This design comes from an exercise in tuning for small area and a short achievable clock period on the open sky130 flow, not from production work. The RTL was checked by simulation tests, not by an equivalence proof against the original design.

==> flow/design.v, too long to show whole: its modules and the start of the top module <==
// module xgmii_ctrl_decode: 15 lines
// module xgmii_rx_xor2: 7 lines
// module crc32_d64: 422 lines
// module xgmii_rx_beat: 14 lines
// module xgmii_rx_or2: 7 lines
// module xgmii_rx_or3: 8 lines
// module xgmii_rx_or4: 9 lines
// module xgmii_rx_nor4: 9 lines
// module xgmii_rx_nand4: 9 lines
// module xgmii_rx_xnor2: 7 lines
// module xgmii_rx_and2: 7 lines
// module xgmii_rx_nor3: 8 lines
// module xgmii_rx_check: 89 lines
// module xgmii2axis_rx: 120 lines
module xgmii2axis_rx (
    input  logic        clk,
    input  logic        inv_aresetn,
    input  logic [63:0] xgmii_d_i,
    input  logic [7:0]  xgmii_c_i,
    output logic [63:0] m_axis_tdata_o,
    output logic [7:0]  m_axis_tkeep_o,
    output logic        m_axis_tvalid_o,
    output logic        m_axis_tlast_o,
    output logic        m_axis_tuser_o,
    output logic [31:0] good_frames_o,
    output logic [31:0] bad_frames_o
);
  // ...
==> flow/flow/run.sh <==
#!/bin/bash
# The standard layout, with plain buffers (not delay cells) on the ports, and timing repair
# aimed at a 4.03 ns period (setup margin 10.97 ns on the 15 ns clock)
set -euo pipefail
bash standard.sh "BUFFER_PORTS_ARGS=-buffer_cell sky130_fd_sc_hd__buf_1" SETUP_SLACK_MARGIN=10.97 finish > layout.log 2>&1
==> flow/standard.sh <==
#!/bin/bash
# synth_recipe.tcl (not shown) runs the flow's synth.tcl, then flattens the netlist and writes it again
# the make line also repeats each setting of config.mk as NAME=value (left out here)
make -C /OpenROAD-flow-scripts/flow DESIGN_CONFIG=/design/flow/config.mk WORK_HOME=/design/flow/orfs CLKGATE_MAP_FILE= SYNTH_SCRIPT=/design/flow/synth_recipe.tcl "${@:-finish}"
==> flow/config.mk <==
export PLATFORM = sky130hd
export DESIGN_NAME = xgmii2axis_rx
export DESIGN_NICKNAME = xgmii2axis_rx
export VERILOG_FILES = /design/flow/design.v
export SDC_FILE = /design/flow/constraint.sdc
export NUM_CORES = 4
export LEC_CHECK = 0
export CAP_MARGIN = 20
export CORE_MARGIN = 2
export CORE_UTILIZATION = 40
export CTS_CLUSTER_DIAMETER = 120
export CTS_CLUSTER_SIZE = 30
export SLEW_MARGIN = 20
export SYNTH_HIERARCHICAL = 1
==> flow/constraint.sdc <==
create_clock -name core_clock -period 15.0 [get_ports {clk}]
set_input_delay 3.0000 -clock core_clock [delete_from_list [all_inputs] [get_ports {clk}]]
set_output_delay 3.0000 -clock core_clock [all_outputs]
set_load 0.01 [all_outputs]
==> impl_metrics.toml, run 1 <==
[outcome]
outcome = "complete, no violations"

[layout]
largestRegisters = "held_q: 64 flops, tdata_q: 64 flops"
postLayoutCoreUtil_pct = 48.6
largest_class = "multi-input gates"
seq_area_sq_mm = 0.00591
final_nets = 1599
nonClkBufAreaFrac_pct = 9.58

[sta]
slew_viol_final = 0
relSlewSlack_pct = 27.9
fmax_ghz = 0.246
fin_ws_ns = 10.94
hold_ws_ns = 0.341

[critical_path]
critPathLaunchType = "flop"
timing.rr.start = "held_q[19]"
slowest_delay_ns = 0.42
crit_chain = "buf_1"

[synth]
synth_edf_count = 64
yosys.cell_types.count = 56
synthMuxAreaShare_pct = 0.487

[placed_design]
place_ws_ns = 10.27

[global_route]
grt_use_met2_pct = 37.4
antenna_found_initial = 1

[worst_hold_path]
min_path_cells = 0

[clock_network]
post-cts-setup-buffers = 27

[floorplan]
die_y_um = 187
==> run 2, diff against run 1 <==
==> flow/flow/run.sh (replaced) <==
#!/bin/bash
# The standard layout, with plain buffers (not delay cells) on the ports, and timing repair
# aimed at a 4.12 ns period (setup margin 10.88 ns on the 15 ns clock)
set -euo pipefail
bash standard.sh "BUFFER_PORTS_ARGS=-buffer_cell sky130_fd_sc_hd__buf_1" SETUP_SLACK_MARGIN=10.88 finish > layout.log 2>&1
==> run 2 against run 1 <==
  * Clock skew decreased by 0.0062 ns
  * Sequential share of layout area grew 1.1 points
  * Critical path depth unchanged
  * Global-route usage down 0.61 points
  * Still clean on timing, DRC and antenna
  * Worst hold slack worse by 0.0014 ns
  * Critical endpoint is now good_frames_o[6]
==> impl_metrics.toml, run 2 <==
[outcome]
outcome = "complete, no violations"

[layout]
mostFrequentLayoutCell = "xor2_1"
postLayoutCellArea_sq_mm = 0.0151
area_delta_synth_final_pct = 13.5
layout_common_cells = "477 x xor2_1, 197 x buf_1, 150 x dfxtp_1, 66 x nor2b_1, 64 x edfxtp_1"
drive_gt1_share_pct = 10.1
postLayoutCoreUtil_pct = 46.3
instances_no_fill = 1922
final_nets = 1549
largestRegisters = "held_q: 64 flops, tdata_q: 64 flops"

[global_route]
grt_pass1_vias = 9549
met3_usage_pct = 2.73
antenna_found_initial = 2
top_usage_layer = "met2"
grt_use_met2_pct = 36.6
track_usage_pct = 22.8
grt_pass1_wl_mm = 60.4
grt_max_degree = 75
grt_overflow = 0
use_met1_pct = 32.1

[synth]
yosys.cell_types.count = 56
synth_nets = 1340
ys_ff_latch = 255
synth_edf_count = 64
syn_avg_cell_area_sq_um = 10.6
synth-async-reset-ratio_pct = 0
yosysSeqAreaShare_pct = 43.0
yosys_most_used_dff = "dfxtp_1"
synthTopCellsByArea = "xor2_1 31%, dfxtp_1 29%, edfxtp_1 14%, nor2b_1 3.1%, or4_1 2.5%"
yosys.area.top_type = "xor2_1"
synth_top_area_share_pct = 31.3
yosysMostFrequentCell = "xor2_1"
synthCells = 1264
yosys_warnings = 8
synth_common_cells = "477 x xor2_1, 191 x dfxtp_1, 66 x nor2b_1, 64 x edfxtp_1, 45 x or4_1"
syn_area_sq_mm = 0.0133

[critical_path]
arrival_ns = 1.08
crit_chain = "buf_1"
critPathLaunchType = "flop"
timing.rr.start = "end_term_at_q[3]"
cp.buffers_inverters = 1
cp-end-kind = "output pin"
crit_slowest_cell = "dfxtp_2"
crit_path_start = "good_q[6]"
cp_max_fo = 5
worst-setup-path-type = "reg -> out"
slowest_delay_ns = 0.41
cp.required_ns = 12.00
crit_family = "flip-flops"

[clock_network]
cts-root-buf = "clkbuf_16"
hold_buffers = 0
cts.sinks = 255
cts_tree = "yes"
clk_pin_slew_ns = 0.11
clock_path_buffers = 3
post-cts-setup-buffers = 0
clk_latency_ns = 0.49
htreeDepth = 1
cts_inserted_buffers = 12
cts_resized = 35

[detailed_routing]
drt-total-wl_mm = 41.2
viasPerCell = 5.19
drt_iter0_drc = 652
first_pass_iters = 5
drc = 0
wl_per_cell_um = 21.5
vias = 9970
antenna_left = 0

[worst_hold_path]
hp-class = "reg -> reg"
hp-start = "h_term_at_q[3]"

[placed_design]
portBuffers = 211
place_inst = 1901
place_area_sq_mm = 0.0147
gp_congestion = 0.976
dpl.hpwl_mm = 32.2

[sta]
relSlewSlack_pct = 36.1
fmax_ghz = 0.245
hold_viol = 0
rsz0062_at_grt = "true"
fin_crit_ns = 4.08
setup_viol = 0
setup_tns_ns = 0
fin_skew_ns = 0.0168
tightest_slew_ns = 0.956
slew_viol_final = 0
period_share_pct = 27.2

[floorplan]
fp-row-count = 66
num_io_pins = 213
core_area_sq_mm = 0.0327
fp.dieW_um = 187
die_y_um = 187
dieArea_sq_mm = 0.0348
initial_core_util_pct = 40.8

[flow_run]
maxCapViolCount = 0
-- run 2: kinds of logic after synthesis --
family	count (synthesis)	synth area share, %
xor+xnor	493	32.3
fa+ha+maj	2	0.187
other cells	1	0.0281
simple gates	383	18.7
flops	255	43.0
mux	6	0.487
compound gates	84	3.94
buf+inv	40	1.28
-- run 2: modules after synthesis (local to each module, per instance), excerpt --
| module | cells | flip-flops and latches | copies in the design |
|---|---|---|---|
| xgmii_rx_beat | 17 | 0 | 1 |
| xgmii_rx_or4 | 1 | 0 | 9 |
| xgmii_rx_or2 | 1 | 0 | 5 |
| xgmii2axis_rx | 685 | 255 | 1 |
| xgmii_rx_or3 | 1 | 0 | 16 |
| xgmii_rx_xor2 | 1 | 0 | 462 |
| xgmii_rx_nor4 | 1 | 0 | 10 |
| xgmii_rx_check | 1 | 0 | 1 |
| xgmii_rx_nor3 | 1 | 0 | 1 |
| xgmii_ctrl_decode | 44 | 0 | 1 |
| xgmii_rx_xnor2 | 1 | 0 | 11 |
| xgmii_rx_nand4 | 1 | 0 | 2 |
| xgmii_rx_and2 | 1 | 0 | 1 |
-- run 2: worst reg2reg max path, delay by kind of cell, from the launching register on --
kind | cells | cell delay (ns)
DFF | 1 | 0.55
xor gates and xnor gates | 1 | 0.18
and+or+nand+nor | 7 | 2.82
AOI/OAI and AO/OA | 1 | 0.14
-- run 2: per-stage QoR --
stage                     setup WS (ns)  hold WS (ns)
after floorplan                   10.86         0.310
after global placement            10.38         0.312
after detailed placement          10.30         0.313
after CTS                         10.79         0.340
after global routing              10.86         0.349
final                             10.92         0.340
-- run 2: path summary, 6_finish.rpt --
path,to,slack [ns],depth (start not counted)
setup reg to reg,good_q[31],11.24,9
hold reg to reg,end_term_at_q[3],0.34,0
hold / removal,end_term_at_q[3],0.34,0
setup / recovery,good_frames_o[6],10.92,1
-- run 2: area by class of cell --
type / instances / area, sq um
Inverter: 12 / 45.0
Fill cell: 3220 / 17600
Tap cell: 442 / 553
Antenna cell: 2 / 5.00
Clock buffer: 17 / 340
Clock inverter: 2 / 46.3
Multi-Input combinational cell: 969 / 7450
Sequential cell: 255 / 5810
Timing Repair Buffer: 223 / 900
-- run 2: layer usage --
metal	up-vias	wire (um)
met2	335	18600
met4	0	1250
met3	61	2160
met1	4816	19200
met5	-	0
li1	4758	-
==> module xgmii_rx_check, before the edit <==
module xgmii_rx_check (
    input  logic [31:0] crc_i,
    input  logic [7:0]  term_at_i,
    output logic        ok_o
);
    logic [31:0] sel, mis;
    logic [7:0]  all_ok;
    logic [1:0]  some_bad;
    logic        none;
    xgmii_rx_or3 u_sel0 (.a_i(term_at_i[0]), .b_i(term_at_i[3]), .c_i(term_at_i[7]), .y_o(sel[0]));
    xgmii_rx_xor2 u_mis0 (.a_i(crc_i[0]), .b_i(sel[0]), .y_o(mis[0]));
    xgmii_rx_or3 u_sel1 (.a_i(term_at_i[3]), .b_i(term_at_i[4]), .c_i(term_at_i[6]), .y_o(sel[1]));
    xgmii_rx_xnor2 u_mis1 (.a_i(crc_i[1]), .b_i(sel[1]), .y_o(mis[1]));
    xgmii_rx_or4 u_sel2 (.a_i(term_at_i[2]), .b_i(term_at_i[3]), .c_i(term_at_i[4]), .d_i(term_at_i[6]), .y_o(sel[2]));
    xgmii_rx_xor2 u_mis2 (.a_i(crc_i[2]), .b_i(sel[2]), .y_o(mis[2]));
    xgmii_rx_or2 u_sel3 (.a_i(term_at_i[5]), .b_i(term_at_i[7]), .y_o(sel[3]));
    xgmii_rx_xnor2 u_mis3 (.a_i(crc_i[3]), .b_i(sel[3]), .y_o(mis[3]));
    assign sel[4] = term_at_i[3];
    xgmii_rx_xor2 u_mis4 (.a_i(crc_i[4]), .b_i(sel[4]), .y_o(mis[4]));
    xgmii_rx_or3 u_sel5 (.a_i(term_at_i[3]), .b_i(term_at_i[4]), .c_i(term_at_i[6]), .y_o(sel[5]));
    xgmii_rx_xor2 u_mis5 (.a_i(crc_i[5]), .b_i(sel[5]), .y_o(mis[5]));
    xgmii_rx_or3 u_sel6 (.a_i(term_at_i[2]), .b_i(term_at_i[4]), .c_i(term_at_i[7]), .y_o(sel[6]));
    xgmii_rx_xor2 u_mis6 (.a_i(crc_i[6]), .b_i(sel[6]), .y_o(mis[6]));
    xgmii_rx_or3 u_sel7 (.a_i(term_at_i[3]), .b_i(term_at_i[4]), .c_i(term_at_i[6]), .y_o(sel[7]));
    xgmii_rx_xor2 u_mis7 (.a_i(crc_i[7]), .b_i(sel[7]), .y_o(mis[7]));
    xgmii_rx_or4 u_sel8 (.a_i(term_at_i[1]), .b_i(term_at_i[2]), .c_i(term_at_i[3]), .d_i(term_at_i[6]), .y_o(sel[8]));
    xgmii_rx_xor2 u_mis8 (.a_i(crc_i[8]), .b_i(sel[8]), .y_o(mis[8]));
    xgmii_rx_or3 u_sel9 (.a_i(term_at_i[3]), .b_i(term_at_i[4]), .c_i(term_at_i[7]), .y_o(sel[9]));
    xgmii_rx_xor2 u_mis9 (.a_i(crc_i[9]), .b_i(sel[9]), .y_o(mis[9]));
    xgmii_rx_or3 u_sel10 (.a_i(term_at_i[0]), .b_i(term_at_i[5]), .c_i(term_at_i[6]), .y_o(sel[10]));
    xgmii_rx_xnor2 u_mis10 (.a_i(crc_i[10]), .b_i(sel[10]), .y_o(mis[10]));
    xgmii_rx_or4 u_sel11 (.a_i(term_at_i[0]), .b_i(term_at_i[2]), .c_i(term_at_i[3]), .d_i(term_at_i[4]), .y_o(sel[11]));
    xgmii_rx_xor2 u_mis11 (.a_i(crc_i[11]), .b_i(sel[11]), .y_o(mis[11]));
    xgmii_rx_or4 u_sel12 (.a_i(term_at_i[0]), .b_i(term_at_i[1]), .c_i(term_at_i[2]), .d_i(term_at_i[3]), .y_o(sel[12]));
    xgmii_rx_xor2 u_mis12 (.a_i(crc_i[12]), .b_i(sel[12]), .y_o(mis[12]));
    xgmii_rx_or3 u_sel13 (.a_i(term_at_i[0]), .b_i(term_at_i[3]), .c_i(term_at_i[4]), .y_o(sel[13]));
    xgmii_rx_xor2 u_mis13 (.a_i(crc_i[13]), .b_i(sel[13]), .y_o(mis[13]));
    xgmii_rx_or4 u_sel14 (.a_i(term_at_i[3]), .b_i(term_at_i[4]), .c_i(term_at_i[5]), .d_i(term_at_i[6]), .y_o(sel[14]));
    xgmii_rx_xor2 u_mis14 (.a_i(crc_i[14]), .b_i(sel[14]), .y_o(mis[14]));
    xgmii_rx_or3 u_sel15 (.a_i(term_at_i[0]), .b_i(term_at_i[1]), .c_i(term_at_i[3]), .y_o(sel[15]));
    xgmii_rx_xnor2 u_mis15 (.a_i(crc_i[15]), .b_i(sel[15]), .y_o(mis[15]));
    xgmii_rx_or2 u_sel16 (.a_i(term_at_i[0]), .b_i(term_at_i[3]), .y_o(sel[16]));
    xgmii_rx_xnor2 u_mis16 (.a_i(crc_i[16]), .b_i(sel[16]), .y_o(mis[16]));
    xgmii_rx_or3 u_sel17 (.a_i(term_at_i[3]), .b_i(term_at_i[5]), .c_i(term_at_i[6]), .y_o(sel[17]));
    xgmii_rx_xor2 u_mis17 (.a_i(crc_i[17]), .b_i(sel[17]), .y_o(mis[17]));
    xgmii_rx_or3 u_sel18 (.a_i(term_at_i[0]), .b_i(term_at_i[5]), .c_i(term_at_i[6]), .y_o(sel[18]));
    xgmii_rx_xor2 u_mis18 (.a_i(crc_i[18]), .b_i(sel[18]), .y_o(mis[18]));
    xgmii_rx_or3 u_sel19 (.a_i(term_at_i[2]), .b_i(term_at_i[5]), .c_i(term_at_i[6]), .y_o(sel[19]));
    xgmii_rx_xor2 u_mis19 (.a_i(crc_i[19]), .b_i(sel[19]), .y_o(mis[19]));
    xgmii_rx_or3 u_sel20 (.a_i(term_at_i[0]), .b_i(term_at_i[5]), .c_i(term_at_i[6]), .y_o(sel[20]));
    xgmii_rx_xnor2 u_mis20 (.a_i(crc_i[20]), .b_i(sel[20]), .y_o(mis[20]));
    xgmii_rx_or2 u_sel21 (.a_i(term_at_i[2]), .b_i(term_at_i[6]), .y_o(sel[21]));
    xgmii_rx_xor2 u_mis21 (.a_i(crc_i[21]), .b_i(sel[21]), .y_o(mis[21]));
    xgmii_rx_or2 u_sel22 (.a_i(term_at_i[5]), .b_i(term_at_i[6]), .y_o(sel[22]));
    xgmii_rx_xnor2 u_mis22 (.a_i(crc_i[22]), .b_i(sel[22]), .y_o(mis[22]));
    xgmii_rx_or4 u_sel23 (.a_i(term_at_i[1]), .b_i(term_at_i[4]), .c_i(term_at_i[5]), .d_i(term_at_i[7]), .y_o(sel[23]));
    xgmii_rx_xor2 u_mis23 (.a_i(crc_i[23]), .b_i(sel[23]), .y_o(mis[23]));
    xgmii_rx_or3 u_sel24 (.a_i(term_at_i[0]), .b_i(term_at_i[4]), .c_i(term_at_i[7]), .y_o(sel[24]));
    xgmii_rx_xnor2 u_mis24 (.a_i(crc_i[24]), .b_i(sel[24]), .y_o(mis[24]));
    xgmii_rx_or4 u_sel25 (.a_i(term_at_i[4]), .b_i(term_at_i[5]), .c_i(term_at_i[6]), .d_i(term_at_i[7]), .y_o(sel[25]));
    xgmii_rx_xor2 u_mis25 (.a_i(crc_i[25]), .b_i(sel[25]), .y_o(mis[25]));
    xgmii_rx_or4 u_sel26 (.a_i(term_at_i[2]), .b_i(term_at_i[4]), .c_i(term_at_i[5]), .d_i(term_at_i[6]), .y_o(sel[26]));
    xgmii_rx_xor2 u_mis26 (.a_i(crc_i[26]), .b_i(sel[26]), .y_o(mis[26]));
    xgmii_rx_or3 u_sel27 (.a_i(term_at_i[0]), .b_i(term_at_i[1]), .c_i(term_at_i[2]), .y_o(sel[27]));
    xgmii_rx_xnor2 u_mis27 (.a_i(crc_i[27]), .b_i(sel[27]), .y_o(mis[27]));
    xgmii_rx_or4 u_sel28 (.a_i(term_at_i[1]), .b_i(term_at_i[2]), .c_i(term_at_i[5]), .d_i(term_at_i[7]), .y_o(sel[28]));
    xgmii_rx_xor2 u_mis28 (.a_i(crc_i[28]), .b_i(sel[28]), .y_o(mis[28]));
    xgmii_rx_or2 u_sel29 (.a_i(term_at_i[1]), .b_i(term_at_i[5]), .y_o(sel[29]));
    xgmii_rx_xnor2 u_mis29 (.a_i(crc_i[29]), .b_i(sel[29]), .y_o(mis[29]));
    xgmii_rx_or3 u_sel30 (.a_i(term_at_i[1]), .b_i(term_at_i[2]), .c_i(term_at_i[3]), .y_o(sel[30]));
    xgmii_rx_xnor2 u_mis30 (.a_i(crc_i[30]), .b_i(sel[30]), .y_o(mis[30]));
    assign sel[31] = 1'b1;
    assign mis[31] = crc_i[31] ^ sel[31];
    xgmii_rx_nor4 u_ok0 (.a_i(mis[0]), .b_i(mis[1]), .c_i(mis[2]), .d_i(mis[3]), .y_o(all_ok[0]));
    xgmii_rx_nor4 u_ok1 (.a_i(mis[4]), .b_i(mis[5]), .c_i(mis[6]), .d_i(mis[7]), .y_o(all_ok[1]));
    xgmii_rx_nor4 u_ok2 (.a_i(mis[8]), .b_i(mis[9]), .c_i(mis[10]), .d_i(mis[11]), .y_o(all_ok[2]));
    xgmii_rx_nor4 u_ok3 (.a_i(mis[12]), .b_i(mis[13]), .c_i(mis[14]), .d_i(mis[15]), .y_o(all_ok[3]));
    xgmii_rx_nor4 u_ok4 (.a_i(mis[16]), .b_i(mis[17]), .c_i(mis[18]), .d_i(mis[19]), .y_o(all_ok[4]));
    xgmii_rx_nor4 u_ok5 (.a_i(mis[20]), .b_i(mis[21]), .c_i(mis[22]), .d_i(mis[23]), .y_o(all_ok[5]));
    xgmii_rx_nor4 u_ok6 (.a_i(mis[24]), .b_i(mis[25]), .c_i(mis[26]), .d_i(mis[27]), .y_o(all_ok[6]));
    xgmii_rx_nor4 u_ok7 (.a_i(mis[28]), .b_i(mis[29]), .c_i(mis[30]), .d_i(mis[31]), .y_o(all_ok[7]));
    xgmii_rx_nand4 u_bad0 (.a_i(all_ok[0]), .b_i(all_ok[1]), .c_i(all_ok[2]), .d_i(all_ok[3]), .y_o(some_bad[0]));
    xgmii_rx_nand4 u_bad1 (.a_i(all_ok[4]), .b_i(all_ok[5]), .c_i(all_ok[6]), .d_i(all_ok[7]), .y_o(some_bad[1]));
    logic [1:0] none_half;
    xgmii_rx_nor4 u_none0 (.a_i(term_at_i[0]), .b_i(term_at_i[1]), .c_i(term_at_i[2]), .d_i(term_at_i[3]), .y_o(none_half[0]));
    xgmii_rx_nor4 u_none1 (.a_i(term_at_i[4]), .b_i(term_at_i[5]), .c_i(term_at_i[6]), .d_i(term_at_i[7]), .y_o(none_half[1]));
    xgmii_rx_and2 u_none (.a_i(none_half[0]), .b_i(none_half[1]), .y_o(none));
    xgmii_rx_nor3 u_ok (.a_i(some_bad[0]), .b_i(some_bad[1]), .c_i(none), .y_o(ok_o));
endmodule
==> module xgmii2axis_rx, before the edit <==
module xgmii2axis_rx (
    input  logic        clk,
    input  logic        inv_aresetn,
    input  logic [63:0] xgmii_d_i,
    input  logic [7:0]  xgmii_c_i,
    output logic [63:0] m_axis_tdata_o,
    output logic [7:0]  m_axis_tkeep_o,
    output logic        m_axis_tvalid_o,
    output logic        m_axis_tlast_o,
    output logic        m_axis_tuser_o,
    output logic [31:0] good_frames_o,
    output logic [31:0] bad_frames_o
);
    function automatic logic [7:0] last_keep(input logic [2:0] lane);
        case (lane)
            3'd0: last_keep = 8'h0F;
            3'd1: last_keep = 8'h1F;
            3'd2: last_keep = 8'h3F;
            3'd3: last_keep = 8'h7F;
            3'd4: last_keep = 8'hFF;
            3'd5: last_keep = 8'h01;
            3'd6: last_keep = 8'h03;
            default: last_keep = 8'h07;
        endcase
    endfunction
    logic        x_start, x_data, x_beat;
    logic [7:0]  x_term_at;
    logic [63:0] held_q;
    logic        h_start0_q, h_data_q, h_start;
    logic [7:0]  h_term_at_q;
    logic        first_q, data_q;
    logic        h_frame, h_tail, h_end;
    logic [31:0] crc_q;
    logic [31:0] crc_next;
    logic        crc_ok;
    logic [7:0]  end_keep;
    logic        end_q;
    logic [7:0]  end_term_at_q;
    logic [63:0] tdata_q;
    logic [7:0]  tkeep_q;
    logic        tvalid_q, tlast_q, tuser_q;
    logic [31:0] good_q, bad_q;
    logic [63:0] ctrl_mask;
    always_comb begin
        ctrl_mask[7:0] = 8'h00;
        for (int l = 1; l < 8; l++) ctrl_mask[8*l +: 8] = {8{xgmii_c_i[l-1]}};
    end
    assign h_start = h_start0_q && (held_q[63:16] == 48'hD55555555555);
    assign h_frame = (first_q || data_q) && h_data_q;
    assign h_tail  = data_q && |h_term_at_q[7:5];
    assign h_end   = data_q && !h_data_q;
    xgmii_ctrl_decode u_decode (
        .xgmii_d_i   (xgmii_d_i),
        .xgmii_c_i   (xgmii_c_i),
        .start_lane0_o (x_start),
        .data_o      (x_data),
        .term_at_o   (x_term_at)
    );
    xgmii_rx_beat u_beat (
        .xgmii_d_i (xgmii_d_i[63:40]),
        .xgmii_c_i (xgmii_c_i),
        .frame_i   (h_frame),
        .end_i     (end_q),
        .beat_o    (x_beat)
    );
    crc32_d64 u_crc (
        .crc_i  (crc_q),
        .data_i (held_q),
        .crc_o  (crc_next)
    );
    xgmii_rx_check u_check (
        .crc_i     (crc_q),
        .term_at_i (end_term_at_q),
        .ok_o      (crc_ok)
    );
    always_comb begin
        end_keep = 8'hFF;
        for (int l = 0; l < 8; l++) begin
            if (end_term_at_q[l]) end_keep = last_keep(3'(l));
        end
    end
    always_ff @(posedge clk) begin
        held_q        <= xgmii_d_i & ~ctrl_mask;
        h_term_at_q   <= x_term_at;
        crc_q         <= (h_start && !data_q) ? xgmii_rx_pkg::CRC_PRESET : crc_next;
        if (h_frame || h_tail) tdata_q <= held_q;
        end_term_at_q <= h_term_at_q;
        tkeep_q       <= end_q ? end_keep : 8'hFF;
        tlast_q       <= end_q;
        tuser_q       <= end_q && crc_ok;
        if (inv_aresetn) begin
            h_start0_q <= 1'b0;
            h_data_q  <= 1'b0;
            first_q   <= 1'b0;
            data_q    <= 1'b0;
            end_q     <= 1'b0;
            tvalid_q  <= 1'b0;
            good_q    <= '0;
            bad_q     <= '0;
        end else begin
            h_start0_q <= x_start;
            h_data_q  <= x_data;
            first_q   <= h_start && !data_q;
            data_q    <= h_frame;
            end_q     <= h_end;
            tvalid_q  <= x_beat;
            if (end_q) begin
                if (crc_ok) good_q <= good_q + 1'b1;
                else bad_q <= bad_q + 1'b1;
            end
        end
    end
    assign m_axis_tdata_o  = tdata_q;
    assign m_axis_tkeep_o  = tkeep_q;
    assign m_axis_tvalid_o = tvalid_q;
    assign m_axis_tlast_o  = tlast_q;
    assign m_axis_tuser_o  = tuser_q;
    assign good_frames_o   = good_q;
    assign bad_frames_o    = bad_q;
endmodule
==> run 3, diff against run 2 <==
--- a/flow/design.v
+++ b/flow/design.v
@@ -488,19 +488,8 @@
 endmodule
-module xgmii_rx_nor4 (
+module xgmii_rx_nor2 (
     input  logic a_i,
     input  logic b_i,
-    input  logic c_i,
-    input  logic d_i,
-    output logic y_o
-);
-    assign y_o = ~(a_i | b_i | c_i | d_i);
-endmodule
-module xgmii_rx_nand4 (
-    input  logic a_i,
-    input  logic b_i,
-    input  logic c_i,
-    input  logic d_i,
     output logic y_o
 );
-    assign y_o = ~(a_i & b_i & c_i & d_i);
+    assign y_o = ~(a_i | b_i);
 endmodule
@@ -513,9 +502,2 @@
 endmodule
-module xgmii_rx_and2 (
-    input  logic a_i,
-    input  logic b_i,
-    output logic y_o
-);
-    assign y_o = a_i & b_i;
-endmodule
 module xgmii_rx_nor3 (
@@ -534,4 +516,4 @@
     logic [31:0] sel, mis;
-    logic [7:0]  all_ok;
-    logic [1:0]  some_bad;
+    logic [7:0]  bad4;
+    logic [1:0]  bad16, term4;
     logic        none;
@@ -601,17 +583,16 @@
     assign mis[31] = crc_i[31] ^ sel[31];
-    xgmii_rx_nor4 u_ok0 (.a_i(mis[0]), .b_i(mis[1]), .c_i(mis[2]), .d_i(mis[3]), .y_o(all_ok[0]));
-    xgmii_rx_nor4 u_ok1 (.a_i(mis[4]), .b_i(mis[5]), .c_i(mis[6]), .d_i(mis[7]), .y_o(all_ok[1]));
-    xgmii_rx_nor4 u_ok2 (.a_i(mis[8]), .b_i(mis[9]), .c_i(mis[10]), .d_i(mis[11]), .y_o(all_ok[2]));
-    xgmii_rx_nor4 u_ok3 (.a_i(mis[12]), .b_i(mis[13]), .c_i(mis[14]), .d_i(mis[15]), .y_o(all_ok[3]));
-    xgmii_rx_nor4 u_ok4 (.a_i(mis[16]), .b_i(mis[17]), .c_i(mis[18]), .d_i(mis[19]), .y_o(all_ok[4]));
-    xgmii_rx_nor4 u_ok5 (.a_i(mis[20]), .b_i(mis[21]), .c_i(mis[22]), .d_i(mis[23]), .y_o(all_ok[5]));
-    xgmii_rx_nor4 u_ok6 (.a_i(mis[24]), .b_i(mis[25]), .c_i(mis[26]), .d_i(mis[27]), .y_o(all_ok[6]));
-    xgmii_rx_nor4 u_ok7 (.a_i(mis[28]), .b_i(mis[29]), .c_i(mis[30]), .d_i(mis[31]), .y_o(all_ok[7]));
-    xgmii_rx_nand4 u_bad0 (.a_i(all_ok[0]), .b_i(all_ok[1]), .c_i(all_ok[2]), .d_i(all_ok[3]), .y_o(some_bad[0]));
-    xgmii_rx_nand4 u_bad1 (.a_i(all_ok[4]), .b_i(all_ok[5]), .c_i(all_ok[6]), .d_i(all_ok[7]), .y_o(some_bad[1]));
-    logic [1:0] none_half;
-    xgmii_rx_nor4 u_none0 (.a_i(term_at_i[0]), .b_i(term_at_i[1]), .c_i(term_at_i[2]), .d_i(term_at_i[3]), .y_o(none_half[0]));
-    xgmii_rx_nor4 u_none1 (.a_i(term_at_i[4]), .b_i(term_at_i[5]), .c_i(term_at_i[6]), .d_i(term_at_i[7]), .y_o(none_half[1]));
-    xgmii_rx_and2 u_none (.a_i(none_half[0]), .b_i(none_half[1]), .y_o(none));
-    xgmii_rx_nor3 u_ok (.a_i(some_bad[0]), .b_i(some_bad[1]), .c_i(none), .y_o(ok_o));
+    xgmii_rx_or4 u_bad0 (.a_i(mis[0]), .b_i(mis[1]), .c_i(mis[2]), .d_i(mis[3]), .y_o(bad4[0]));
+    xgmii_rx_or4 u_bad1 (.a_i(mis[4]), .b_i(mis[5]), .c_i(mis[6]), .d_i(mis[7]), .y_o(bad4[1]));
+    xgmii_rx_or4 u_bad2 (.a_i(mis[8]), .b_i(mis[9]), .c_i(mis[10]), .d_i(mis[11]), .y_o(bad4[2]));
+    xgmii_rx_or4 u_bad3 (.a_i(mis[12]), .b_i(mis[13]), .c_i(mis[14]), .d_i(mis[15]), .y_o(bad4[3]));
+    xgmii_rx_or4 u_bad4 (.a_i(mis[16]), .b_i(mis[17]), .c_i(mis[18]), .d_i(mis[19]), .y_o(bad4[4]));
+    xgmii_rx_or4 u_bad5 (.a_i(mis[20]), .b_i(mis[21]), .c_i(mis[22]), .d_i(mis[23]), .y_o(bad4[5]));
+    xgmii_rx_or4 u_bad6 (.a_i(mis[24]), .b_i(mis[25]), .c_i(mis[26]), .d_i(mis[27]), .y_o(bad4[6]));
+    xgmii_rx_or4 u_bad7 (.a_i(mis[28]), .b_i(mis[29]), .c_i(mis[30]), .d_i(mis[31]), .y_o(bad4[7]));
+    xgmii_rx_or4 u_badh0 (.a_i(bad4[0]), .b_i(bad4[1]), .c_i(bad4[2]), .d_i(bad4[3]), .y_o(bad16[0]));
+    xgmii_rx_or4 u_badh1 (.a_i(bad4[4]), .b_i(bad4[5]), .c_i(bad4[6]), .d_i(bad4[7]), .y_o(bad16[1]));
+    xgmii_rx_or4 u_term0 (.a_i(term_at_i[0]), .b_i(term_at_i[1]), .c_i(term_at_i[2]), .d_i(term_at_i[3]), .y_o(term4[0]));
+    xgmii_rx_or4 u_term1 (.a_i(term_at_i[4]), .b_i(term_at_i[5]), .c_i(term_at_i[6]), .d_i(term_at_i[7]), .y_o(term4[1]));
+    xgmii_rx_nor2 u_none (.a_i(term4[0]), .b_i(term4[1]), .y_o(none));
+    xgmii_rx_nor3 u_ok (.a_i(bad16[0]), .b_i(bad16[1]), .c_i(none), .y_o(ok_o));
 endmodule
@@ -682,2 +663,8 @@
     );
+    logic        crc_init;
+    logic [31:0] crc_d;
+    assign crc_init = h_start && !data_q;
+    for (genvar b = 0; b < 32; b++) begin : g_init
+        xgmii_rx_or2 u_or (.a_i(crc_next[b]), .b_i(crc_init), .y_o(crc_d[b]));
+    end
     crc32_d64 u_crc (
@@ -701,3 +688,3 @@
         h_term_at_q   <= x_term_at;
-        crc_q         <= (h_start && !data_q) ? xgmii_rx_pkg::CRC_PRESET : crc_next;
+        crc_q         <= crc_d;
         if (h_frame || h_tail) tdata_q <= held_q;
==> flow/flow/run.sh (replaced) <==
#!/bin/bash
# The standard layout, with plain buffers (not delay cells) on the ports, and timing repair
# aimed at a 4.08 ns period (setup margin 10.92 ns on the 15 ns clock)
set -euo pipefail
bash standard.sh "BUFFER_PORTS_ARGS=-buffer_cell sky130_fd_sc_hd__buf_1" SETUP_SLACK_MARGIN=10.92 finish > layout.log 2>&1
==> run 3 against run 2 <==
  * Sequential share of layout area up 0.39 points
  * Global-route usage is 0.082 points higher
  * Still clean on timing, DRC and antenna
  * Utilization up 0.58 points
  * Via count decreased by 2.2%
  * Count of clock-buffer cells in the layout up 1
  * Critical endpoint is now m_axis_tdata_o[38]
  * Critical path type unchanged
  * Cell count shrank 0.26%
==> impl_metrics.toml, run 3 <==
[critical_path]
critPathLaunchType = "flop"
cp.depth = 1
worst-setup-path-type = "reg -> out"
arrival_ns = 1.08
crit_chain = "buf_1"
cp_max_fo = 1
crit_path_start = "tdata_q[38]"
crit_end = "m_axis_tdata_o[38]"
cp.required_ns = 12.00
crit_family = "flip-flops"
crit_slowest_cell = "edfxtp_1"
timing.rr.start = "end_term_at_q[7]"
r2r_end = "good_q[24]"
slowest_delay_ns = 0.44
r2r_cells = 12
r2r_slack_ns = 11.13
cp-end-kind = "output pin"
cp.buffers_inverters = 1

[sta]
fmax_ghz = 0.245
relSlewSlack_pct = 36.6
fin_skew_ns = 0.0165
setup_viol = 0
fin_crit_ns = 4.08
period_share_pct = 27.2
tightest_slew_ns = 0.948
setup_tns_ns = 0
rsz0062_at_grt = "true"
hold_viol = 0
slew_viol_final = 0

[layout]
drive_gt1_share_pct = 12.4
layout_common_cells = "499 x xor2_1, 147 x buf_1, 128 x dfxtp_1, 73 x nor2_1, 65 x nor2b_1"
largestRegisters = "held_q: 64 flops, tdata_q: 64 flops"
postLayoutCellArea_sq_mm = 0.0152
final_nets = 1542
instances_no_fill = 1917
mostFrequentLayoutCell = "xor2_1"
area_delta_synth_final_pct = 16.0

[outcome]
outcome = "complete, no violations"

[floorplan]
dieArea_sq_mm = 0.0342
fp.dieW_um = 185
fp-row-count = 66
core_area_sq_mm = 0.0324
num_io_pins = 213
initial_core_util_pct = 40.4
die_y_um = 185

[detailed_routing]
drt-total-wl_mm = 40.7
wl_per_cell_um = 21.2
drc = 0
antenna_left = 0
first_pass_iters = 5
viasPerCell = 5.09
vias = 9748
drt_iter0_drc = 647

[synth]
synth_edf_count = 64
ys_ff_latch = 255
synth_top_area_share_pct = 33.4
syn_avg_cell_area_sq_um = 10.6
yosysMostFrequentCell = "xor2_1"
yosys_warnings = 8
synth_nets = 1314
yosys.cell_types.count = 50
yosys_most_used_dff = "dfxtp_1"
synthCells = 1238
yosys.area.top_type = "xor2_1"
synth_common_cells = "499 x xor2_1, 191 x dfxtp_1, 74 x nor2_1, 65 x nor2b_1, 64 x edfxtp_1"
synthTopCellsByArea = "xor2_1 33%, dfxtp_1 29%, edfxtp_1 15%, nor2b_1 3.1%, nor2_1 2.1%"
yosysSeqAreaShare_pct = 43.9
synth-async-reset-ratio_pct = 0
syn_area_sq_mm = 0.0131

[global_route]
antenna_found_initial = 0
grt_max_degree = 73
track_usage_pct = 22.9
grt_pass1_vias = 9120
grt_overflow = 0
grt_pass1_wl_mm = 57.7

[clock_network]
cts-root-buf = "clkbuf_16"
hold_buffers = 0
cts.sinks = 255
htreeDepth = 1
clock_path_buffers = 3
cts_tree = "yes"
clk_latency_ns = 0.50
clk_pin_slew_ns = 0.11
cts_inserted_buffers = 12

[worst_hold_path]
hp-class = "reg -> reg"

[placed_design]
place_inst = 1887
portBuffers = 211
place_area_sq_mm = 0.0145
dpl.hpwl_mm = 31.6
gp_congestion = 1.01

[flow_run]
maxCapViolCount = 0
## run 3: changes by cell type after synthesis, sizes merged, moves of 10 or more
cell   before  now
o31ai      32    3
nor4       19    9
xnor2      16   29
a21oi      38    7
or4        47   27
nor2       35   74
xor2      477  499
## run 3: area by class of cell
type | instances | area [sq um]
multi-input combinational | 957 | 7310
tap | 442 | 553
clock inverter | 2 | 41.3
sequential | 255 | 5880
fill | 3153 | 17200
timing repair buffer | 230 | 1010
antenna | 3 | 7.51
inverter | 10 | 37.5
clock buffer | 18 | 344
## run 3: cell families after synthesis
group                    Yosys count  share of synthesized area [%]
multiplexers                       3                          0.249
flip-flops                       255                           43.9
adder cells (fa/ha/maj)            2                          0.191
AND/OR/NAND/NOR                  404                           18.6
XOR/XNOR                         528                           35.3
buffers and inverters             26                          0.794
AO/OA/AOI/OAI                     19                          0.908
other                              1                         0.0287
## run 3: per-module statistics from Yosys (local to each module, per instance), a selection
module	area, sq um	times used	flip-flops and latches	cells
xgmii2axis_rx	8000	1	255	627
xgmii_ctrl_decode	308	1	0	44
xgmii_rx_beat	131	1	0	17
xgmii_rx_nor3	10.0	1	0	1
xgmii_rx_xnor2	8.76	11	0	1
xgmii_rx_xor2	8.76	462	0	1
xgmii_rx_or4	7.51	21	0	1
xgmii_rx_or2	6.26	37	0	1
xgmii_rx_or3	6.26	16	0	1
xgmii_rx_check	3.75	1	0	1
xgmii_rx_nor2	3.75	1	0	1
## run 3: per-stage QoR
| stage | util (%) | setup WS [ns] | hold WS [ns] |
|---|---|---|---|
| 6_report | 46.9 | 10.92 | 0.340 |
| 5_1_grt | 46.9 | 10.87 | 0.348 |
| 4_1_cts | 46.2 | 10.90 | 0.347 |
| 3_5_place_dp | 44.7 | 10.40 | 0.312 |
| 3_3_place_gp | 44.7 | 10.43 | 0.331 |
| 2_1_floorplan | - | 10.86 | 0.310 |
## run 3: layer usage
layer | wire (um) | GRT usage [%] | part of all wire [%] | vias to the layer above
li1 | - | - | - | 4593
met1 | 18400 | 31.8 | 45 | 4681
met2 | 18000 | 35.0 | 44 | 393
met3 | 2810 | 4.15 | 6.9 | 81
met4 | 1560 | 9.17 | 3.8 | 0
met5 | 0 | 0 | 0 | -
## run 3: repair_timing
item / CTS / global route
cloned: 0 / 1
setup buffers: 0 / 6
endpoints found under the hold margin: 0 / 0
pin swaps: 0 / 4
endpoints found under the setup margin: 69 / 89
resized for setup: 72 / 86
## run 3: how the worst min path moves through the flow
| stage | start | to | slack [ns] | cells after the start |
|---|---|---|---|---|
| floorplan | h_term_at_q[0] | end_term_at_q[0] | 0.31 | 0 |
| global placement | h_term_at_q[2] | end_term_at_q[2] | 0.33 | 0 |
| detailed placement | h_term_at_q[1] | end_term_at_q[1] | 0.31 | 0 |
| global route | h_term_at_q[2] | end_term_at_q[2] | 0.35 | 0 |
| finish | h_term_at_q[2] | end_term_at_q[2] | 0.34 | 0 |
| CTS | h_term_at_q[2] | end_term_at_q[2] | 0.35 | 0 |
==> run 4, diff against run 3 <==
--- a/flow/config.mk
+++ b/flow/config.mk
@@ -7,3 +7,3 @@
 export LEC_CHECK = 0
-export CAP_MARGIN = 20
+export CAP_MARGIN = 5
 export CORE_MARGIN = 2
@@ -12,3 +12,3 @@
 export CTS_CLUSTER_SIZE = 30
-export SLEW_MARGIN = 20
+export SLEW_MARGIN = 5
 export SYNTH_HIERARCHICAL = 1
==> run 4 against run 3 <==
  * Still clean on timing, DRC and antenna
  * Synthesized cell count unchanged
  * Cell count unchanged
  * Global-route usage unchanged
  * Routed wire length unchanged
  * Worst setup slack unchanged
  * Register-to-register slack about the same
==> impl_metrics.toml, run 4 <==
[critical_path]
crit_family = "flip-flops"
slowest_delay_ns = 0.44
r2r_end = "good_q[24]"
arrival_ns = 1.08
timing.rr.start = "end_term_at_q[7]"
crit_path_start = "tdata_q[38]"
worst-setup-path-type = "reg -> out"
crit_end = "m_axis_tdata_o[38]"
crit_chain = "buf_1"
cp-end-kind = "output pin"
critPathLaunchType = "flop"
crit_slowest_cell = "edfxtp_1"
cp.required_ns = 12.00
cp.depth = 1
r2r_cells = 12
cp_max_fo = 1
cp.buffers_inverters = 1
r2r_slack_ns = 11.13

[placed_design]
portBuffers = 211
place_ws_ns = 10.40
place_area_sq_mm = 0.0145
gp_congestion = 1.01
dpl.hpwl_mm = 31.6

[synth]
syn_area_sq_mm = 0.0131
synthMuxAreaShare_pct = 0.249
synth-xor-area-share_pct = 35.3
syn_avg_cell_area_sq_um = 10.6
yosys.area.top_type = "xor2_1"
synth-async-reset-ratio_pct = 0
yosysMostFrequentCell = "xor2_1"
ys_ff_latch = 255
synthCells = 1238
yosys.cell_types.count = 50
synth_common_cells = "499 x xor2_1, 191 x dfxtp_1, 74 x nor2_1, 65 x nor2b_1, 64 x edfxtp_1"
synth_edf_count = 64
synth_compound_area_share_pct = 0.908
yosys_warnings = 8
yosysSeqAreaShare_pct = 43.9
synth_fa_ha_area_share_pct = 0.191
synth_top_area_share_pct = 33.4
synthTopCellsByArea = "xor2_1 33%, dfxtp_1 29%, edfxtp_1 15%, nor2b_1 3.1%, nor2_1 2.1%"
synth_top_family_by_area = "XOR/XNOR gates"
yosys.area_share.simple_pct = 18.6
yosys_most_used_dff = "dfxtp_1"
synth_nets = 1314

[sta]
rsz0062_at_grt = "true"
fmax_ghz = 0.245
period_share_pct = 27.2
hold_ws_ns = 0.340
setup_viol = 0
fin_skew_ns = 0.0165
relSlewSlack_pct = 36.6
fin_crit_ns = 4.08
tightest_slew_ns = 0.948
hold_viol = 0
slew_viol_final = 0
fin_ws_ns = 10.92
setup_tns_ns = 0

[layout]
layout_common_cells = "499 x xor2_1, 147 x buf_1, 128 x dfxtp_1, 73 x nor2_1, 65 x nor2b_1"
mostFrequentLayoutCell = "xor2_1"
postLayoutCellArea_sq_mm = 0.0152
drive_gt1_share_pct = 12.4
final_nets = 1542
area_delta_synth_final_pct = 16.0
largestRegisters = "held_q: 64 flops, tdata_q: 64 flops"

[detailed_routing]
first_pass_iters = 5
wl_per_cell_um = 21.2
drt_iter0_drc = 647
drt-total-wl_mm = 40.7
vias = 9748
viasPerCell = 5.09
antenna_left = 0
drc = 0

[global_route]
grt_pass1_vias = 9120
grt_max_degree = 73
grt_pass1_wl_mm = 57.7
grt_overflow = 0
track_usage_pct = 22.9
antenna_found_initial = 0

[clock_network]
cts.sinks = 255
htreeDepth = 1
clk_latency_ns = 0.50
clk_pin_slew_ns = 0.11
cts-root-buf = "clkbuf_16"
cts_tree = "yes"
hold_buffers = 0
clock_path_buffers = 3
cts_inserted_buffers = 12

[flow_run]
maxCapViolCount = 0

[floorplan]
num_io_pins = 213
fp.dieW_um = 185
die_y_um = 185
fp-row-count = 66
initial_core_util_pct = 40.4
core_area_sq_mm = 0.0324
dieArea_sq_mm = 0.0342

[outcome]
outcome = "complete, no violations"

[worst_hold_path]
hp-class = "reg -> reg"
[run 4: worst reg2reg max path, cell delays in order, from the launching register on]
cell and delay, ns:
dfxtp_1 0.45, or4_1 0.53, xor2_1 0.17, or4_1 0.46
or4_1 0.58, nor3_4 0.31, nand4_1 0.13, buf_4 0.18
nor4_4 0.34, buf_2 0.24, nand4_1 0.12, xor2_1 0.18
nor2_1 0.05
[run 4: what timing repair did]
item / CTS / global route
setup endpoints to repair: 69 / 89
buffers inserted: 0 / 6
gates resized for setup: 72 / 86
gates cloned: 0 / 1
pin swaps: 0 / 4
[run 4: area by class of cell]
class | instances | area [sq um]
Clock inverter | 2 | 41.3
Antenna cell | 3 | 7.51
Inverter | 10 | 37.5
Fill cell | 3153 | 17200
Timing Repair Buffer | 230 | 1010
Sequential cell | 255 | 5880
Multi-Input combinational cell | 957 | 7310
Clock buffer | 18 | 344
Tap cell | 442 | 553
[run 4: cells by family (layout without fill, tap and decap cells)]
kind of cell	count (synthesis)	count (layout)
multiplexers	3	3
flip-flops	255	255
adder cells (fa/ha/maj)	2	2
buffers and inverters	26	260
AO/OA/AOI/OAI	19	19
XOR/XNOR	528	528
AND/OR/NAND/NOR	404	404
other	1	4
[run 4: how the worst min path moves through the flow]
stage	startpoint	end	cells after the start	slack, ns
6_report	h_term_at_q[2]	end_term_at_q[2]	0	0.34
5_1_grt	h_term_at_q[2]	end_term_at_q[2]	0	0.35
4_1_cts	h_term_at_q[2]	end_term_at_q[2]	0	0.35
3_5_place_dp	h_term_at_q[1]	end_term_at_q[1]	0	0.31
3_3_place_gp	h_term_at_q[2]	end_term_at_q[2]	0	0.33
2_1_floorplan	h_term_at_q[0]	end_term_at_q[0]	0	0.31
[run 4: through the flow]
step | instances | utilization [%]
5_1_grt | 1914 | 46.9
6_report | 1917 | 46.9
3_5_place_dp | 1887 | 44.7
3_3_place_gp | 1887 | 44.7
4_1_cts | 1907 | 46.2
2_1_floorplan | 1238 | -
[run 4: routing by layer]
metal  global-route usage, %  vias up  part of all wire [%]
li1                        -     4593                     -
met1                    31.8     4681                    45
met2                    35.0      393                    44
met3                    4.15       81                   6.9
met4                    9.17        0                   3.8
met5                       0        -                     0
[run 4: Yosys stat by module, one instance, submodules excluded, a selection]
module             times used  area, sq um
xgmii_rx_xnor2             11         8.76
xgmii_rx_check              1         3.75
xgmii2axis_rx               1         8000
xgmii_rx_beat               1          131
xgmii_rx_nor3               1         10.0
xgmii_rx_or3               16         6.26
xgmii_rx_or4               21         7.51
xgmii_ctrl_decode           1          308
==> run 5, diff against run 4 <==
==> flow/flow/run.sh (replaced) <==
#!/bin/bash
# The standard layout, with plain buffers (not delay cells) on the ports, and timing repair
# aimed at a 4.05 ns period (setup margin 10.95 ns on the 15 ns clock)
set -euo pipefail
bash standard.sh "BUFFER_PORTS_ARGS=-buffer_cell sky130_fd_sc_hd__buf_1" SETUP_SLACK_MARGIN=10.95 finish > layout.log 2>&1
--- a/flow/config.mk
+++ b/flow/config.mk
@@ -7,3 +7,3 @@
 export LEC_CHECK = 0
-export CAP_MARGIN = 5
+export CAP_MARGIN = 20
 export CORE_MARGIN = 2
@@ -12,3 +12,3 @@
 export CTS_CLUSTER_SIZE = 30
-export SLEW_MARGIN = 5
+export SLEW_MARGIN = 20
 export SYNTH_HIERARCHICAL = 1
==> run 5 against run 4 <==
  * Die area unchanged
  * Worst hold slack got worse by 0.0018 ns
  * Clock skew increased by 0.00064 ns
  * Worst setup slack improved by 0.0019 ns
  * Synthesized area unchanged
  * First-iteration DRC count increased by 9.9%
  * Count of clock-buffer cells in the layout unchanged
  * Utilization increased by 1.2 points
  * Routed wire length increased by 1.0%
  * Cell count increased by 1.8%
  * Largest cell class unchanged
==> impl_metrics.toml, run 5 <==
[detailed_routing]
antenna_left = 0
wl_per_cell_um = 21.1
drc = 0
drt-total-wl_mm = 41.1
viasPerCell = 5.08
vias = 9907
drt_iter0_drc = 711
first_pass_iters = 5

[global_route]
grt_max_degree = 73
antenna_found_initial = 0
grt_pass1_wl_mm = 57.9
grt_pass1_vias = 9140
grt_overflow = 0
track_usage_pct = 22.9

[synth]
synth_edf_count = 64
yosys_most_used_dff = "dfxtp_1"
yosys_warnings = 8
yosys.area.top_type = "xor2_1"
yosys.cell_types.count = 50
ys_ff_latch = 255
synthTopCellsByArea = "xor2_1 33%, dfxtp_1 29%, edfxtp_1 15%, nor2b_1 3.1%, nor2_1 2.1%"
synth-async-reset-ratio_pct = 0
yosysMostFrequentCell = "xor2_1"
syn_avg_cell_area_sq_um = 10.6
synth_top_area_share_pct = 33.4
synthCells = 1238
synth_nets = 1314
syn_area_sq_mm = 0.0131
synth_common_cells = "499 x xor2_1, 191 x dfxtp_1, 74 x nor2_1, 65 x nor2b_1, 64 x edfxtp_1"
yosysSeqAreaShare_pct = 43.9

[clock_network]
clk_pin_slew_ns = 0.11
cts.sinks = 255
htreeDepth = 1
cts-root-buf = "clkbuf_16"
clk_latency_ns = 0.50
cts_inserted_buffers = 12
clock_path_buffers = 3
cts_tree = "yes"

[layout]
multi_input_area_sq_mm = 0.00732
final_nets = 1576
area_delta_synth_final_pct = 19.0
drive_gt1_share_pct = 17.5
n_fill_cell = 3133
mostFrequentLayoutCell = "xor2_1"
seq_area_sq_mm = 0.00592
layout_common_cells = "499 x xor2_1, 123 x dfxtp_1, 106 x buf_1, 73 x nor2_1, 65 x nor2b_1"
largestRegisters = "held_q: 64 flops, tdata_q: 64 flops"

[outcome]
outcome = "complete, no violations"

[placed_design]
dpl.hpwl_mm = 31.6
portBuffers = 211
gp_congestion = 1.01

[sta]
setup_tns_ns = 0
hold_viol = 0
fin_crit_ns = 4.08
rsz0062_at_grt = "true"
tightest_slew_ns = 0.933
slew_viol_final = 0
hold_ws_ns = 0.339
relSlewSlack_pct = 37.2
fmax_ghz = 0.245
fin_skew_ns = 0.0171
setup_viol = 0
period_share_pct = 27.2

[critical_path]
crit_path_start = "tdata_q[34]"
critPathLaunchType = "flop"
cp.buffers_inverters = 1
cp_max_fo = 1
slowest_delay_ns = 0.43
crit_family = "flip-flops"
worst-setup-path-type = "reg -> out"
cp-end-kind = "output pin"
crit_slowest_cell = "edfxtp_1"
cp.required_ns = 12.00
crit_chain = "clkbuf_2"
arrival_ns = 1.08
timing.rr.start = "end_term_at_q[7]"

[floorplan]
fp-row-count = 66
dieArea_sq_mm = 0.0342
initial_core_util_pct = 40.4
fp.dieW_um = 185
num_io_pins = 213
core_area_sq_mm = 0.0324
die_y_um = 185

[worst_hold_path]
hp-class = "reg -> reg"
hp-start = "h_term_at_q[2]"

[flow_run]
maxCapViolCount = 0
run 5: cell counts after synthesis:
No cell type changed its count.
run 5: Yosys stat by module, one instance, submodules excluded, a selection:
module,flip-flops and latches,copies in the design
xgmii2axis_rx,255,1
xgmii_ctrl_decode,0,1
xgmii_rx_beat,0,1
xgmii_rx_nor3,0,1
xgmii_rx_xnor2,0,11
xgmii_rx_xor2,0,462
xgmii_rx_or4,0,21
xgmii_rx_or2,0,37
xgmii_rx_or3,0,16
xgmii_rx_check,0,1
xgmii_rx_nor2,0,1
run 5: logic make-up after synthesis:
family | count (synthesis) | share of synthesized area, %
XOR/XNOR | 528 | 35.3
AND/OR/NAND/NOR | 404 | 18.6
flip-flops | 255 | 43.9
buffers and inverters | 26 | 0.794
AO/OA/AOI/OAI | 19 | 0.908
multiplexers | 3 | 0.249
adder cells (fa/ha/maj) | 2 | 0.191
other | 1 | 0.0287
run 5: repair_timing:
item / 4_1_cts / 5_1_grt
hold buffers: 0 / 0
pin swaps: 0 / 6
setup endpoints to repair: 91 / 123
gates cloned: 0 / 1
setup buffers: 3 / 37
gates resized for setup: 131 / 98
run 5: metal layers:
layer  part of all wire (%)  GRT usage, %  vias to the layer above  wire, um
met5                      0             0                        -         0
met3                    6.9          4.11                       76      2840
met4                    3.6          9.05                        0      1490
met2                     44          35.2                      394     18200
li1                       -             -                     4673         -
met1                     45          31.9                     4764     18500
run 5: cell type report:
| class | count | share of cell area (%) |
|---|---|---|
| multi-input combinational | 957 | 47.0 |
| clock inverter | 2 | 0.265 |
| sequential | 255 | 38.0 |
| tap | 442 | 3.55 |
| timing repair buffer | 264 | 8.74 |
| inverter | 10 | 0.241 |
| antenna | 3 | 0.0482 |
| clock buffer | 18 | 2.21 |
run 5: final timing paths:
path | slack [ns] | to | depth (start not counted)
worst max-delay path | 10.92 | m_axis_tdata_o[34] | 1
worst min-delay path | 0.34 | end_term_at_q[2] | 0
worst max register to register | 11.12 | good_q[30] | 12
worst min register to register | 0.34 | end_term_at_q[2] | 0
run 5: per-stage QoR:
stage | setup slack [ns] | instance area, sq um | utilization (%) | cells
global placement | 10.43 | 14500 | 44.7 | 1887
global route | 10.87 | 15600 | 48.1 | 1948
floorplan | 10.86 | 13100 | - | 1238
CTS | 10.90 | 15100 | 46.6 | 1910
detailed placement | 10.40 | 14500 | 44.7 | 1887
finish | 10.92 | 15600 | 48.1 | 1951
==> run 6, diff against run 5 <==
==> flow/flow/run.sh (replaced) <==
#!/bin/bash
# The standard layout, with plain buffers (not delay cells) on the ports, and timing repair
# aimed at a 4.16 ns period (setup margin 10.84 ns on the 15 ns clock)
set -euo pipefail
bash standard.sh "BUFFER_PORTS_ARGS=-buffer_cell sky130_fd_sc_hd__buf_1" SETUP_SLACK_MARGIN=10.84 finish > layout.log 2>&1
==> run 6 against run 5 <==
  * Via count decreased by 3.8%
  * Synthesized area is the same
  * Sequential share of layout area increased by 0.61 points
  * Count of clock-buffer cells in the layout stayed put
  * Design area is 3.9% lower
  * Still clean
  * Critical endpoint is now good_frames_o[6]
  * Critical path depth unchanged
  * Synthesized cell count unchanged
  * Worst setup slack got worse by 0.042 ns
==> impl_metrics.toml, run 6 <==
[global_route]
grt_overflow = 0
antenna_found_initial = 0
grt_max_degree = 73
grt_pass1_wl_mm = 59.0
grt_pass1_vias = 9213
track_usage_pct = 23.4

[layout]
n_fill_cell = 3165
seq_area_sq_mm = 0.00577
final_nets = 1544
layout_common_cells = "499 x xor2_1, 204 x buf_1, 169 x dfxtp_1, 73 x nor2_1, 65 x nor2b_1"
drive_gt1_share_pct = 5.70
mostFrequentLayoutCell = "xor2_1"
largestRegisters = "held_q: 64 flops, tdata_q: 64 flops"
area_delta_synth_final_pct = 14.3
multi_input_area_sq_mm = 0.00726
antenna-diode-count = 0

[worst_hold_path]
min_path_cells = 0
hp-class = "reg -> reg"

[critical_path]
cp_max_fo = 5
worst-setup-path-type = "reg -> out"
slowest_delay_ns = 0.42
crit_family = "flip-flops"
cp.depth = 1
arrival_ns = 1.12
critPathLaunchType = "flop"
cp.buffers_inverters = 1
r2r_cells = 11
crit_slowest_cell = "dfxtp_1"
cp.required_ns = 12.00
cp-end-kind = "output pin"
crit_chain = "buf_1"

[placed_design]
gp_congestion = 1.02
portBuffers = 211
dpl.hpwl_mm = 32.3

[detailed_routing]
first_pass_iters = 5
drt_iter0_drc = 586
drc = 0
vias = 9527
antenna_left = 0
viasPerCell = 4.97
drt-total-wl_mm = 40.8
wl_per_cell_um = 21.3

[synth]
yosysMostFrequentCell = "xor2_1"
yosys.area.top_type = "xor2_1"
synthCells = 1238
ys_ff_latch = 255
synth_top_area_share_pct = 33.4
synth_edf_count = 64
yosysSeqAreaShare_pct = 43.9
synthTopCellsByArea = "xor2_1 33%, dfxtp_1 29%, edfxtp_1 15%, nor2b_1 3.1%, nor2_1 2.1%"
yosys_warnings = 8
synth_common_cells = "499 x xor2_1, 191 x dfxtp_1, 74 x nor2_1, 65 x nor2b_1, 64 x edfxtp_1"
synth_nets = 1314
syn_area_sq_mm = 0.0131
yosys_most_used_dff = "dfxtp_1"
syn_avg_cell_area_sq_um = 10.6
synth-async-reset-ratio_pct = 0
yosys.cell_types.count = 50

[sta]
setup_viol = 0
fmax_ghz = 0.243
rsz0062_at_grt = "false"
tightest_slew_ns = 1.09
period_share_pct = 27.5
setup_tns_ns = 0
fin_skew_ns = 0.0230
hold_ws_ns = 0.330
hold_viol = 0
fin_crit_ns = 4.12
relSlewSlack_pct = 26.8
slew_viol_final = 0

[clock_network]
cts_inserted_buffers = 12
htreeDepth = 1
clk_latency_ns = 0.50
clk_pin_slew_ns = 0.12
cts.sinks = 255
cts-root-buf = "clkbuf_16"
clock_path_buffers = 3
cts_tree = "yes"
hold_buffers = 0

[outcome]
outcome = "complete, no violations"

[floorplan]
die_y_um = 185
initial_core_util_pct = 40.4
core_area_sq_mm = 0.0324
dieArea_sq_mm = 0.0342
fp-row-count = 66
fp.dieW_um = 185
num_io_pins = 213

[flow_run]
maxCapViolCount = 0
-- run 6: changes by cell type in the layout (fill, tap and decap cells not counted), sizes merged --
cell	previous run	this run
inv	11	12
buf	216	226
bufinv	1	0
diode	3	0
clkbuf	66	24
-- run 6: cells by family after synthesis --
kind of cell	Yosys count	synth area share, %
xor+xnor	528	35.3
simple gates	404	18.6
flops	255	43.9
buf+inv	26	0.794
compound gates	19	0.908
mux	3	0.249
fa+ha+maj	2	0.191
other cells	1	0.0287
-- run 6: per-module statistics from Yosys, one instance, submodules excluded, a selection --
module,cells,area [sq um],times used
xgmii_rx_nor3,1,10.0,1
xgmii_rx_or3,1,6.26,16
xgmii_rx_xnor2,1,8.76,11
xgmii_rx_nor2,1,3.75,1
xgmii_rx_check,1,3.75,1
xgmii_rx_xor2,1,8.76,462
xgmii_rx_or4,1,7.51,21
xgmii_ctrl_decode,44,308,1
xgmii2axis_rx,627,8000,1
xgmii_rx_or2,1,6.26,37
xgmii_rx_beat,17,131,1
-- run 6: cell type report --
class | instances | area share (%)
clock inverters | 2 | 0.134
well taps | 442 | 3.70
flip-flops and latches | 255 | 38.6
clock buffers | 18 | 2.30
repair buffers | 232 | 6.49
multi-input cells | 957 | 48.5
inverters | 10 | 0.251
-- run 6: what timing repair did --
action | in CTS | in global routing
endpoints found under the setup margin | 21 | 40
pin swaps | 0 | 1
buffers inserted | 0 | 3
resized for setup | 9 | 23
-- run 6: metal layers --
layer / routed length [um] / track usage [%] / vias to the layer above
met5: 0 / 0 / -
met3: 1960 / 2.42 / 68
met2: 18000 / 36.5 / 313
met4: 1300 / 6.95 / 0
li1: - / - / 4590
met1: 19500 / 34.0 / 4556
-- run 6: final timing paths --
| check | start | to | slack, ns |
|---|---|---|---|
| hold reg to reg | h_term_at_q[2] | end_term_at_q[2] | 0.33 |
| setup reg to reg | end_term_at_q[2] | good_q[29] | 11.08 |
| hold / removal | h_term_at_q[2] | end_term_at_q[2] | 0.33 |
| setup / recovery | good_q[6] | good_frames_o[6] | 10.88 |
-- run 6: stage by stage --
stage	instances	setup slack (ns)	utilization [%]	area [sq um]
floorplan	1238	10.84	-	13100
global placement	1893	10.44	44.8	14500
detailed placement	1893	10.39	44.8	14500
CTS	1913	10.84	46.0	14900
global route	1916	10.84	46.2	15000
finish	1916	10.88	46.2	15000
==> run 7, diff against run 6 <==
==> flow/flow/run.sh (replaced) <==
#!/bin/bash
# The standard layout, with plain buffers (not delay cells) on the ports, and timing repair
# aimed at a 4.12 ns period (setup margin 10.88 ns on the 15 ns clock)
set -euo pipefail
bash standard.sh "BUFFER_PORTS_ARGS=-buffer_cell sky130_fd_sc_hd__buf_1" SETUP_SLACK_MARGIN=10.88 finish > layout.log 2>&1
--- a/flow/config.mk
+++ b/flow/config.mk
@@ -11,3 +11,3 @@
 export CTS_CLUSTER_DIAMETER = 120
-export CTS_CLUSTER_SIZE = 30
+export CTS_CLUSTER_SIZE = 28
 export SLEW_MARGIN = 20
==> run 7 against run 6 <==
  * Still clean
  * Worst setup slack better by 0.0063 ns
  * Flip-flop and latch count stayed put
  * Clock skew is 0.019 ns higher
  * Cell count is 0.10% higher
  * Non-clock buffer count is 1 lower
  * Sequential share of layout area is 0.16 points higher
  * Critical path depth is 3 higher
  * Routed wire length is 0.99% lower
  * Critical path type is now in -> reg
  * Critical endpoint is now h_term_at_q[7]
  * Largest cell class unchanged
  * Highest routed layer unchanged
==> impl_metrics.toml, run 7 <==
[outcome]
outcome = "complete, no violations"

[worst_hold_path]
hp-class = "reg -> reg"

[detailed_routing]
top_layer = "met4"
dr_wl_met3_mm = 2.41
drt_iter0_drc = 621
wl_met1_mm = 18.7

[global_route]
grt_pass1_wl_mm = 57.9
track_usage_pct = 22.9
grt_max_degree = 73
grt_pass1_vias = 9149
antenna_found_initial = 0
grt_overflow = 0

[sta]
setup_tns_ns = 0
tightest_slew_ns = 0.979
period_share_pct = 27.4
rsz0062_at_grt = "true"
hold_viol = 0
hold_ws_ns = 0.333
relSlewSlack_pct = 34.5
fmax_ghz = 0.243

[synth]
yosys_warnings = 8
synth-async-reset-ratio_pct = 0
synthCells = 1238
synthTopCellsByArea = "xor2_1 33%, dfxtp_1 29%, edfxtp_1 15%, nor2b_1 3.1%, nor2_1 2.1%"
synth_nets = 1314
yosys_most_used_dff = "dfxtp_1"
synth_top_area_share_pct = 33.4
synth_edf_count = 64
yosysSeqAreaShare_pct = 43.9
yosys.cell_types.count = 50

[layout]
area_delta_synth_final_pct = 15.1
multi_input_area_sq_mm = 0.00726
largestRegisters = "held_q: 64 flops, tdata_q: 64 flops"
layout_common_cells = "499 x xor2_1, 174 x buf_1, 135 x dfxtp_1, 73 x nor2_1, 65 x nor2b_1"
drive_gt1_share_pct = 9.97

[clock_network]
cts-root-buf = "clkbuf_16"
cts_tree = "yes"
clk_latency_ns = 0.51
clk_pin_slew_ns = 0.11

[floorplan]
die_y_um = 185
dieArea_sq_mm = 0.0342
fp.dieW_um = 185

[critical_path]
cp.required_ns = 15.41
critPathLaunchType = "input port"

[placed_design]
gp_congestion = 0.974

[flow_run]
maxCapViolCount = 0
[run 7: layer usage]
layer  global-route usage [%]  vias to the layer above
met3                     2.48                       52
met1                     33.0                     4676
met2                     36.2                      360
met4                     6.32                        0
li1                         -                     4603
met5                        0                        -
[run 7: per-module statistics from Yosys (local to each module, per instance), excerpt]
module / cells inside / times used / cell area, sq um / flops+latches
xgmii2axis_rx: 627 / 1 / 8000 / 255
xgmii_rx_beat: 17 / 1 / 131 / 0
xgmii_rx_nor3: 1 / 1 / 10.0 / 0
xgmii_rx_or4: 1 / 21 / 7.51 / 0
xgmii_rx_nor2: 1 / 1 / 3.75 / 0
xgmii_rx_check: 1 / 1 / 3.75 / 0
[run 7: through the flow]
step	setup WS, ns	instance area [sq um]	cells	utilization (%)
4_1_cts	10.83	14900	1911	46.1
5_1_grt	10.86	15100	1917	46.5
6_report	10.89	15100	1918	46.5
3_3_place_gp	10.40	14500	1889	44.7
2_1_floorplan	10.86	13100	1238	-
3_5_place_dp	10.38	14500	1889	44.7
[run 7: final cells by class]
cell class / count / share of cell area (%)
antenna: 1 / 0.0166
clock buffer: 19 / 2.31
clock inverter: 3 / 0.249
inverter: 10 / 0.249
multi-input combinational: 957 / 48.2
sequential: 255 / 38.7
tap: 442 / 3.67
timing repair buffer: 231 / 6.56
[run 7: final timing paths]
check        cells past startpoint               end             start  slack (ns)
min                              0  end_term_at_q[2]    h_term_at_q[2]        0.33
max reg2reg                     12        good_q[25]  end_term_at_q[1]       11.01
max                              4    h_term_at_q[7]      xgmii_c_i[3]       10.89
min reg2reg                      0  end_term_at_q[2]    h_term_at_q[2]        0.33
[run 7: logic make-up after synthesis]
group                      after synthesis  synth area share [%]
AOI/OAI and AO/OA                       19                 0.908
other                                    1                0.0287
xor gates and xnor gates               528                  35.3
adders and majority gates                2                 0.191
and+or+nand+nor                        404                  18.6
muxes                                    3                 0.249
buffers and inverters                   26                 0.794
DFF                                    255                  43.9
[run 7: critical path: stages]
cell and delay (ns):
buf_1 0.28, or4_4 0.62, or3b_4 0.41, nor3_1 0.20
[run 7: what timing repair did]
item | in CTS | in global routing
pin swaps | 0 | 3
buffers inserted | 0 | 6
gates resized for setup | 42 | 61
hold buffers | 0 | 0
setup endpoints to repair | 50 | 72

[port drivers added, routing unchanged]
In the flow no input, the clock included, has a driving cell. The finished layouts below were timed again as built, in two steps.
Step 1 sets driving cells, clkbuf_16 on the clock port and buf_2 on the other inputs (assumed; they add their load-dependent delay and slew).
Step 2 also shifts input and output timing later by t, the mid clock arrival at the registers, as if the neighbouring blocks saw the same clock.
Three values: no drivers, after step 1, after step 2; two values: the first two.
run | t (ns) | slack for setup (ns) | hold slack, ns
run 1 | 0.532 | 10.935 / 10.883 / 10.479 | 0.341 / 0.341 / 0.341
run 2 | 0.532 | 10.924 / 10.875 / 10.413 | 0.340 / 0.340 / 0.340
run 3 | 0.540 | 10.922 / 10.871 / 10.402 | 0.340 / 0.340 / 0.340
run 4 | 0.540 | 10.922 / 10.871 / 10.402 | 0.340 / 0.340 / 0.340
run 5 | 0.538 | 10.924 / 10.874 / 10.459 | 0.339 / 0.339 / 0.339
run 6 | 0.532 | 10.882 / 10.832 / 10.427 | 0.330 / 0.330 / 0.330
run 7 | 0.541 | 10.888 / 10.863 / 10.377 | 0.333 / 0.333 / 0.333
After both steps every run listed still meets setup and hold.
